This design comes from an exercise in tuning for small area, a short achievable clock period and few clock cycles on the open sky130 flow, not from production work.
Only simulation tests tie the RTL to the original design; equivalence was not proved.
No activity file was given, so power comes from the tool's default toggle rates.

==> module life_engine, before the edit <==
module life_engine (
    input  logic                   clk,
    input  logic                   reset_n,
    input  logic                   preset_load,
    input  logic [2:0]             preset_sel,
    input  logic                   toggle,
    input  logic [6-1:0] cell_x,
    input  logic [5-1:0] cell_y,
    input  logic                   step,
    input  logic                   rd_en,
    input  logic [5-1:0] rd_row,
    output logic                   busy,
    output logic                   rd_valid,
    output logic [40-1:0]  rd_data
);
    localparam int C = 40;
    localparam int R = 30;
    localparam int K = 6;       
    localparam int G = R / K;                
    logic         busy_q;
    logic         op_pre, op_tgl, op_stp, op_rd;    
    logic         run_pre, run_stp;   
    logic [G-1:0] ptr;                
    logic [2:0]   sel_q;
    logic [4:0]   xh_q;               
    logic [7:0]   xl_q;               
    logic [G-1:0] y_grp;              
    logic [K-1:0] y_off;              
    logic [K-1:0] row_hit;            
    logic         accept;
    assign accept = !busy_q && (preset_load || toggle || step || rd_en);
    assign busy   = busy_q;
    logic [G-1:0]           y_grp_d;
    logic [K-1:0]           y_off_d;
    logic [4:0]             xh_d;
    logic [7:0]             xl_d;
    always_comb begin
        y_grp_d = '0;
        y_off_d = '0;
        for (int g = 0; g < G; g++)
            for (int j = 0; j < K; j++)
                if (cell_y == 5'(g * K + j)) begin
                    y_grp_d[g] = 1'b1;
                    y_off_d[j] = 1'b1;
                end
        xh_d = '0;
        xl_d = '0;
        for (int h = 0; h < 5; h++)
            if (cell_x[5:3] == 3'(h)) xh_d[h] = 1'b1;
        for (int l = 0; l < 8; l++)
            if (cell_x[2:0] == 3'(l)) xl_d[l] = 1'b1;
    end
    always_ff @(posedge clk) begin
        if (!busy_q) begin
            sel_q <= preset_sel;
            xh_q  <= xh_d;
            xl_q  <= xl_d;
            y_grp <= y_grp_d;
            y_off <= y_off_d;
        end
    end
    logic [G-1:0] ptr_nx;
    assign ptr_nx = {ptr[G-2:0], ptr[G-1]};
    logic tgl_here;       
    logic tgl_next;       
    logic turn_end;       
    assign tgl_here = |(ptr & y_grp);
    assign tgl_next = |(ptr_nx & y_grp);
    assign turn_end = (run_pre || run_stp) && ptr[G-1];
    logic pre_nx, stp_nx, tgl_nx, run_pre_nx, run_stp_nx;
    assign pre_nx     = op_pre && !turn_end;
    assign stp_nx     = op_stp && !turn_end;
    assign tgl_nx     = op_tgl && !tgl_here;
    assign run_pre_nx = pre_nx && (run_pre || ptr_nx[0]);
    assign run_stp_nx = stp_nx && (run_stp || ptr_nx[0]);
    always_ff @(posedge clk or negedge reset_n) begin
        if (!reset_n) begin
            busy_q   <= 1'b0;
            op_pre   <= 1'b0;
            op_tgl   <= 1'b0;
            op_stp   <= 1'b0;
            op_rd    <= 1'b0;
            ptr      <= G'(1);
            rd_valid <= 1'b0;
        end else begin
            ptr      <= ptr_nx;
            rd_valid <= op_rd;
            if (accept) begin
                op_pre <= preset_load;
                op_tgl <= !preset_load && toggle;
                op_stp <= !preset_load && !toggle && step;
                op_rd  <= !preset_load && !toggle && !step && rd_en;
                busy_q <= 1'b1;
            end else begin
                op_pre <= pre_nx;
                op_tgl <= tgl_nx;
                op_stp <= stp_nx;
                op_rd  <= 1'b0;
                busy_q <= ((pre_nx || stp_nx) && !((run_pre_nx || run_stp_nx) && ptr_nx[G-1])) ||
                          (tgl_nx && !tgl_next);
            end
        end
    end
    always_ff @(posedge clk) begin
        if (accept) begin
            run_pre <= preset_load && ptr_nx[0];
            run_stp <= !preset_load && !toggle && step && ptr_nx[0];
            row_hit <= (!preset_load && toggle && |(ptr_nx & y_grp_d)) ? y_off_d : '0;
        end else begin
            run_pre <= run_pre_nx;
            run_stp <= run_stp_nx;
            row_hit <= (tgl_nx && tgl_next) ? y_off : '0;
        end
    end
    logic [R*C-1:0] grid;
    logic [C-1:0]   prev;      
    logic [C-1:0] head [0:K-1];
    for (genvar j = 0; j < K; j++) begin : g_head
        assign head[j] = grid[j*C +: C];
    end
    logic [C-1:0] above, below;
    assign above = prev;
    if (G > 2) begin : g_below
        logic [C-1:0] below_q;
        always_ff @(posedge clk) begin
            below_q <= ptr[G-2] ? '0 : grid[2*K*C +: C];
        end
        assign below = below_q;
    end else begin : g_below
        assign below = ptr[G-1] ? '0 : grid[K*C +: C];
    end
    logic [C-1:0] col_hit;
    for (genvar b = 0; b < C; b++) begin : g_colhit
        assign col_hit[b] = xh_q[(C - 1 - b) / 8] && xl_q[(C - 1 - b) % 8];
    end
    logic [K*C-1:0] eng_out;
    for (genvar j = 0; j < K; j++) begin : g_row
        logic [C-1:0] up, dn, nxt, pat, pass, keep;
        assign up = (j == 0)     ? above : head[(j == 0) ? 0 : j - 1];
        assign dn = (j == K - 1) ? below : head[(j == K - 1) ? 0 : j + 1];
        life_row_rule u_rule (
            .above  (up),
            .middle (head[j]),
            .below  (dn),
            .next   (nxt)
        );
        logic [C-1:0] pat_g [0:G-1];
        for (genvar g = 0; g < G; g++) begin : g_rom
            preset_rom u_rom (
                .preset  (sel_q),
                .row     (5'(g * K + j)),
                .pattern (pat_g[g])
            );
        end
        always_comb begin
            pat = '0;
            for (int g = 0; g < G; g++)
                pat = pat | (pat_g[g] & {C{ptr[g]}});
        end
        assign pass = head[j] ^ (row_hit[j] ? col_hit : '0);
        assign keep = run_pre ? pat : pass;
        assign eng_out[j*C +: C] = run_stp ? nxt : keep;
    end
    always_ff @(posedge clk) begin
        grid[(G-1)*K*C +: K*C] <= eng_out;
        for (int p = 0; p < G - 1; p++)
            grid[p*K*C +: K*C] <= grid[(p+1)*K*C +: K*C];
        prev <= ptr[G-1] ? '0 : head[K-1];
    end
    logic [R-1:0] rd_sel, rd_sel_d;
    logic [C-1:0] rd_word;
    always_comb begin
        rd_sel_d = '0;
        for (int p = 0; p < G; p++)
            for (int j = 0; j < K; j++)
                for (int v = 0; v < G; v++)
                    if (ptr_nx[v] && rd_row == 5'(((v + p) % G) * K + j))
                        rd_sel_d[p*K + j] = 1'b1;
    end
    always_ff @(posedge clk) begin
        rd_sel <= rd_sel_d;
    end
    always_comb begin
        rd_word = '0;
        for (int q = 0; q < R; q++)
            rd_word = rd_word | (grid[q*C +: C] & {C{rd_sel[q]}});
    end
    always_ff @(posedge clk) begin
        rd_data <= rd_word;
    end
endmodule
make LEC_CHECK=0 CAP_MARGIN=20 CORE_MARGIN=2 CORE_UTILIZATION=55 CTS_CLUSTER_DIAMETER=100 CTS_CLUSTER_SIZE=20 SETUP_SLACK_MARGIN=4.35 SLEW_MARGIN=20 finish   # period 7.0 ns
run.sh (not shown) runs the stock make flow with config.mk's settings and CLKGATE_MAP_FILE= SYNTH_SCRIPT=/design/flow/synth_recipe.tcl, a recipe that flattens the netlist after the stock synthesis.
Testbench counts at the start, summed over its fixed seeds: cycles 4,592.
Change:
--- a/flow/design.v
+++ b/flow/design.v
@@ -100,8 +100,9 @@
     logic [7:0]   xl_q;               
     logic [G-1:0] y_grp;              
     logic [K-1:0] y_off;              
     logic [K-1:0] row_hit;            
+    logic [K-1:0] row_hit2;           
     logic         accept;
     assign accept = !busy_q && (preset_load || toggle || step || rd_en);
     assign busy   = busy_q;
     logic [G-1:0]           y_grp_d;
@@ -135,17 +136,25 @@
     end
     logic [G-1:0] ptr_nx;
     assign ptr_nx = {ptr[G-2:0], ptr[G-1]};
     logic tgl_here;       
+    logic tgl_here2;      
     logic tgl_next;       
+    localparam int Q2 = (G > 3) ? G - 2 : 0;
+    logic [G-1:0] ptr_q2, ptr_nx_q2;     
+    for (genvar g = 0; g < G; g++) begin : g_ptrq2
+        assign ptr_q2[g]    = ptr[(g + G - Q2) % G];
+        assign ptr_nx_q2[g] = ptr_nx[(g + G - Q2) % G];
+    end
     logic turn_end;       
     assign tgl_here = |(ptr & y_grp);
-    assign tgl_next = |(ptr_nx & y_grp);
+    assign tgl_here2 = (Q2 > 0) && |(ptr_q2 & y_grp);
+    assign tgl_next  = |(ptr_nx & y_grp) || ((Q2 > 0) && |(ptr_nx_q2 & y_grp));
     assign turn_end = (run_pre || run_stp) && ptr[G-1];
     logic pre_nx, stp_nx, tgl_nx, run_pre_nx, run_stp_nx;
     assign pre_nx     = op_pre && !turn_end;
     assign stp_nx     = op_stp && !turn_end;
-    assign tgl_nx     = op_tgl && !tgl_here;
+    assign tgl_nx     = op_tgl && !tgl_here && !tgl_here2;
     assign run_pre_nx = pre_nx && (run_pre || ptr_nx[0]);
     assign run_stp_nx = stp_nx && (run_stp || ptr_nx[0]);
     always_ff @(posedge clk or negedge reset_n) begin
         if (!reset_n) begin
@@ -179,12 +188,14 @@
         if (accept) begin
             run_pre <= preset_load && ptr_nx[0];
             run_stp <= !preset_load && !toggle && step && ptr_nx[0];
             row_hit <= (!preset_load && toggle && |(ptr_nx & y_grp_d)) ? y_off_d : '0;
+            row_hit2 <= (Q2 > 0 && !preset_load && toggle && |(ptr_nx_q2 & y_grp_d)) ? y_off_d : '0;
         end else begin
             run_pre <= run_pre_nx;
             run_stp <= run_stp_nx;
-            row_hit <= (tgl_nx && tgl_next) ? y_off : '0;
+            row_hit <= (tgl_nx && |(ptr_nx & y_grp)) ? y_off : '0;
+            row_hit2 <= (Q2 > 0 && tgl_nx && |(ptr_nx_q2 & y_grp)) ? y_off : '0;
         end
     end
     logic [R*C-1:0] grid;
     logic [C-1:0]   prev;      
@@ -207,8 +218,12 @@
     for (genvar b = 0; b < C; b++) begin : g_colhit
         assign col_hit[b] = xh_q[(C - 1 - b) / 8] && xl_q[(C - 1 - b) % 8];
     end
     logic [K*C-1:0] eng_out;
+    logic [K*C-1:0] tgl_mask2;     
+    for (genvar j = 0; j < K; j++) begin : g_mask2
+        assign tgl_mask2[j*C +: C] = row_hit2[j] ? col_hit : '0;
+    end
     for (genvar j = 0; j < K; j++) begin : g_row
         logic [C-1:0] up, dn, nxt, pat, pass, keep;
         assign up = (j == 0)     ? above : head[(j == 0) ? 0 : j - 1];
         assign dn = (j == K - 1) ? below : head[(j == K - 1) ? 0 : j + 1];
@@ -237,9 +252,12 @@
     end
     always_ff @(posedge clk) begin
         grid[(G-1)*K*C +: K*C] <= eng_out;
         for (int p = 0; p < G - 1; p++)
-            grid[p*K*C +: K*C] <= grid[(p+1)*K*C +: K*C];
+            if (Q2 > 0 && p == Q2 - 1)
+                grid[p*K*C +: K*C] <= grid[(p+1)*K*C +: K*C] ^ tgl_mask2;
+            else
+                grid[p*K*C +: K*C] <= grid[(p+1)*K*C +: K*C];
         prev <= ptr[G-1] ? '0 : head[K-1];
     end
     logic [R-1:0] rd_sel, rd_sel_d;
     logic [C-1:0] rd_word;
Result:
- The changed run finished with timing, DRC and antenna clean
- first-iteration DRC count is lower by 4.3%
- die area is higher by 5.0%
- final area is higher by 4.3%
- wire length is higher by 3.4%
- global-route usage is lower by 0.58 points
- sequential cell count is higher by 6
- worst hold slack gains 0.011 ns
- sequential share of layout area is lower by 1.5 points
- sequential power is higher by 11%
- clock-buffer cell count is lower by 2
Testbench counts after the change, summed over its fixed seeds: cycles 4,317.

-- port drivers added, routing unchanged --
No port has a modelled driver above. Below, the same layouts with a new extraction and two added sets of constraints. Step 1, drivers: a clkbuf_16 drives clk and a buf_2 each remaining input, both assumed. Step 2, shift: input delay + t, output delay - t, t = (earliest + latest rising clock arrival at the registers) / 2. This alone moves slack from input paths to output paths. Slacks: ideal ports / drivers / drivers and shift; pairs: ideal ports / drivers.
| run | t, ns | setup WS [ns] | worst data-port slew with drivers (ns) | cell pins on the clock port's net |
|---|---|---|---|---|
| the first run | 0.770 | 4.289 / 4.264 / 3.783 | 0.04 | 1 |
| the second run | 0.786 | 4.307 / 4.265 / 3.777 | 0.15 | 1 |
After both steps every run listed still meets setup and hold. For the second run, which loses most, drivers alone change the setup slack by -0.042 ns; drivers and shift together by -0.530 ns.
